Context: an optimization exercise on an open-source flow, tuned for small area, a short achievable clock period and few clock cycles per item. The choices shown serve that exercise and are no tape-out recipe.

== pepper ==
==> module aluExecute, before the edit <==
module aluExecute #(
    parameter int AdderKind = 0      
) (
    input  logic [31:0] instr,
    input  logic [31:0] rsValue,
    input  logic [31:0] rtValue,
    input  logic        selAdd,
    input  logic        selSlt,
    input  logic        selLogic,
    input  logic        selLui,
    input  logic        selShift,
    input  logic        sub,
    input  logic        unsignedCmp,
    input  logic [1:0]  logicOp,
    input  logic        useImm,
    input  logic        zeroExt,
    input  logic        shVar,
    input  logic        shRight,
    input  logic        shArith,
    input  logic [2:0]  brType,
    input  logic        isBranch,
    output logic [31:0] data,
    output logic        taken
);
    logic [31:0] a;
    logic [31:0] b;
    logic [31:0] bx;
    logic [31:0] p;
    logic [31:0] g;
    logic [31:0] pp;
    logic [31:0] gg;
    logic [31:0] carry;
    logic [31:0] sum;
    logic        cout;
    logic        lessThan;
    logic [31:0] orv;
    logic [31:0] logicRes;
    logic [4:0]  shAmt;
    logic [31:0] shIn;
    logic [31:0] shOut;
    logic        fill;
    logic        rsZero;
    logic        rsNeg;
    logic        eq;
    assign a  = rsValue;
    assign b  = useImm ? {{16{instr[15] & !zeroExt}}, instr[15:0]} : rtValue;
    assign bx = b ^ {32{sub}};
    assign p = a ^ bx;
    assign g = a & bx;
    always_comb begin
        gg = g;
        pp = p;
        gg[0] = g[0] | (p[0] & sub);
        if (AdderKind == 0) begin
            for (int l = 0; l < 5; l++) begin
                for (int j = 0; j < 32; j++) begin
                    if (j[l]) begin
                        gg[j] = gg[j] | (pp[j] & gg[((j >> l) << l) - 1]);
                        pp[j] = pp[j] & pp[((j >> l) << l) - 1];
                    end
                end
            end
        end else begin
            for (int l = 0; l < 5; l++) begin
                for (int j = 0; j < 32; j++) begin
                    if ((j % (2 << l)) == (2 << l) - 1) begin
                        gg[j] = gg[j] | (pp[j] & gg[j - (1 << l)]);
                        pp[j] = pp[j] & pp[j - (1 << l)];
                    end
                end
            end
            for (int l = 3; l >= 0; l--) begin
                for (int j = 0; j < 32; j++) begin
                    if ((j % (2 << l)) == (1 << l) - 1 && j >= (2 << l)) begin
                        gg[j] = gg[j] | (pp[j] & gg[j - (1 << l)]);
                        pp[j] = pp[j] & pp[j - (1 << l)];
                    end
                end
            end
        end
    end
    if (AdderKind == 2) begin : gBehav
        assign {cout, sum} = {1'b0, a} + {1'b0, bx} + {32'd0, sub};
        assign carry = '0;
    end else begin : gPrefix
        assign carry = {gg[30:0], sub};
        assign sum   = p ^ carry;
        assign cout  = gg[31];
    end
    assign lessThan = unsignedCmp ? !cout : ((a[31] ^ b[31]) ? a[31] : sum[31]);
    assign orv = p | g;
    always_comb begin
        case (logicOp)
            2'b00:   logicRes = g;
            2'b01:   logicRes = orv;
            2'b10:   logicRes = p;
            default: logicRes = ~orv;
        endcase
    end
    assign shAmt = shVar ? a[4:0] : instr[10:6];
    always_comb begin
        for (int i = 0; i < 32; i++) begin
            shIn[i] = shRight ? rtValue[i] : rtValue[31-i];
        end
    end
    assign fill  = shArith & rtValue[31];
    assign shOut = $signed({fill, shIn}) >>> shAmt;
    always_comb begin
        data = '0;
        for (int i = 0; i < 32; i++) begin
            data[i] = (selAdd & sum[i])
                    | (selLogic & logicRes[i])
                    | (selShift & shRight & shOut[i])
                    | (selShift & !shRight & shOut[31-i]);
        end
        data[0]     = data[0] | (selSlt & lessThan);
        data[31:16] = data[31:16] | ({16{selLui}} & instr[15:0]);
    end
    assign rsZero = (a == 32'd0);
    assign rsNeg  = a[31];
    assign eq     = (p == 32'd0);
    always_comb begin
        case (brType)
            3'd0:    taken = eq;
            3'd1:    taken = !eq;
            3'd2:    taken = rsNeg || rsZero;
            3'd3:    taken = !rsNeg && !rsZero;
            3'd4:    taken = rsNeg;
            default: taken = !rsNeg;
        endcase
        taken = taken & isBranch;
    end
endmodule
==> flow/config.mk <==
export PLATFORM = sky130hd
export DESIGN_NAME = mipsExecUnit
export DESIGN_NICKNAME = mipsExecUnit
export VERILOG_FILES = /design/flow/design.v
export SDC_FILE = /design/flow/constraint.sdc
export NUM_CORES = 4
export LEC_CHECK = 0
export CAP_MARGIN = 20
export CORE_MARGIN = 2
export CORE_UTILIZATION = 40
export GPL_TIMING_DRIVEN = 1
export SLEW_MARGIN = 20
==> flow/constraint.sdc <==
create_clock -name core_clock -period 5.0 [get_ports {clk}]
set_input_delay 1.0000 -clock core_clock [delete_from_list [all_inputs] [get_ports {clk}]]
set_output_delay 1.0000 -clock core_clock [all_outputs]
set_load 0.01 [all_outputs]
standard.sh (not shown) runs the stock make flow with config.mk's settings and CLKGATE_MAP_FILE= SYNTH_SCRIPT=/design/flow/synth_recipe.tcl, a recipe that flattens the netlist after the stock synthesis.
==> flow/flow/run.sh <==
#!/bin/bash
# Layout flow: the standard ORFS flow with two changes.
#  - Synthesis is the standard one except for the ABC script that maps the
#    combinational logic (flow/abc.script, delay-targeted &nf mapping).
#    Registers are mapped before ABC runs, so they are the standard ones.
#  - Port buffers are buf_2 cells instead of the delay cell buffer_ports picks.
set -euo pipefail
here=$(pwd)
flowdir=$(cd "$(dirname "${BASH_SOURCE[0]}")" && pwd)

# synth.tcl with the ABC script swapped
sed "s#  log_cmd abc {\*}\$abc_args#  set abc_args [lreplace \$abc_args 0 1 -script $flowdir/abc.script]\n  log_cmd abc {*}\$abc_args#" \
    "$FLOW_HOME/scripts/synth.tcl" > "$here/synth_custom_abc.tcl"
grep -q "abc.script" "$here/synth_custom_abc.tcl"
sed "s#source \$::env(SCRIPTS_DIR)/synth.tcl#source $here/synth_custom_abc.tcl#" \
    "$here/synth_recipe.tcl" > "$here/synth_recipe_custom.tcl"
grep -q "synth_custom_abc.tcl" "$here/synth_recipe_custom.tcl"
sed "s#SYNTH_SCRIPT=[^ ]*synth_recipe.tcl#SYNTH_SCRIPT=$here/synth_recipe_custom.tcl#" \
    "$here/standard.sh" > "$here/standard_custom.sh"
grep -q "synth_recipe_custom.tcl" "$here/standard_custom.sh"

bash "$here/standard_custom.sh" \
    BUFFER_PORTS_ARGS="-buffer_cell sky130_fd_sc_hd__buf_2" finish > "$here/flow_make.log" 2>&1
==> flow/flow/abc.script <==

&get -n
&st
&dch
&nf -D 2000
&put
topo
buffer -p
upsize -D 2000
dnsize -D 2000
Input changes introduced in tundra (baseline for comparison: pepper):
--- a/flow/design.v
+++ b/flow/design.v
@@ -179,16 +179,18 @@
     logic [31:0] shIn;
     logic [31:0] shOut;
     logic        fill;
     logic        rsZero;
     logic        rsNeg;
     logic        eq;
-    assign a  = rsValue;
-    assign b  = useImm ? {{16{instr[15] & !zeroExt}}, instr[15:0]} : rtValue;
-    assign bx = b ^ {32{sub}};
-    assign p = a ^ bx;
+    logic [31:0] imm;
+    assign a   = rsValue;
+    assign imm = {{16{instr[15] & !zeroExt}}, instr[15:0]};
+    assign b   = useImm ? imm : rtValue;
+    assign bx  = b ^ {32{sub}};
+    assign p = (useImm ? (a ^ imm) : (a ^ rtValue)) ^ {32{sub}};
     assign g = a & bx;
     always_comb begin
         gg = g;
         pp = p;
         gg[0] = g[0] | (p[0] & sub);
         if (AdderKind == 0) begin
Die area, tundra vs pepper: down by a few percent. Count of multi-input gates in tundra is 88 higher than in pepper. Diff pepper -> tundra: sequential share of cell area saw little to no change, via count rose by about 6.5%, number of cells on the critical path rose by 4, minimum hold slack fell 27 ps, count of fill cells added during filler insertion decreased 27.
No functional check of the RTL was part of any run of this note.

## afterwards: timing with drivers on the ports
How much do the figures lean on ideal ports? The routed layouts below were timed once more, with nothing changed but the port constraints.
Step 1, drivers: a clkbuf_16 drives clk and a buf_2 each remaining input, both assumed.
Step 2, shift: input delay + t, output delay - t, t = (earliest + latest rising clock arrival at the registers) / 2. This alone moves slack from input paths to output paths.
Slacks: ideal ports / drivers / drivers and shift; pairs: ideal ports / drivers.
| run | t, ns | slack for setup (ns) | worst data-port slew with drivers (ns) | cell pins on the clock port's net |
|---|---|---|---|---|
| pepper | 0.302 | 0.312 / 0.315 / 0.013 | 0.04 | 1 |
| tundra | 0.347 | 0.282 / 0.298 / -0.049 | 0.04 | 1 |
Met with ideal ports but missed after step 2: setup timing in tundra. For tundra, which loses most, drivers alone change the setup slack by +0.016 ns; drivers and shift together by -0.331 ns.
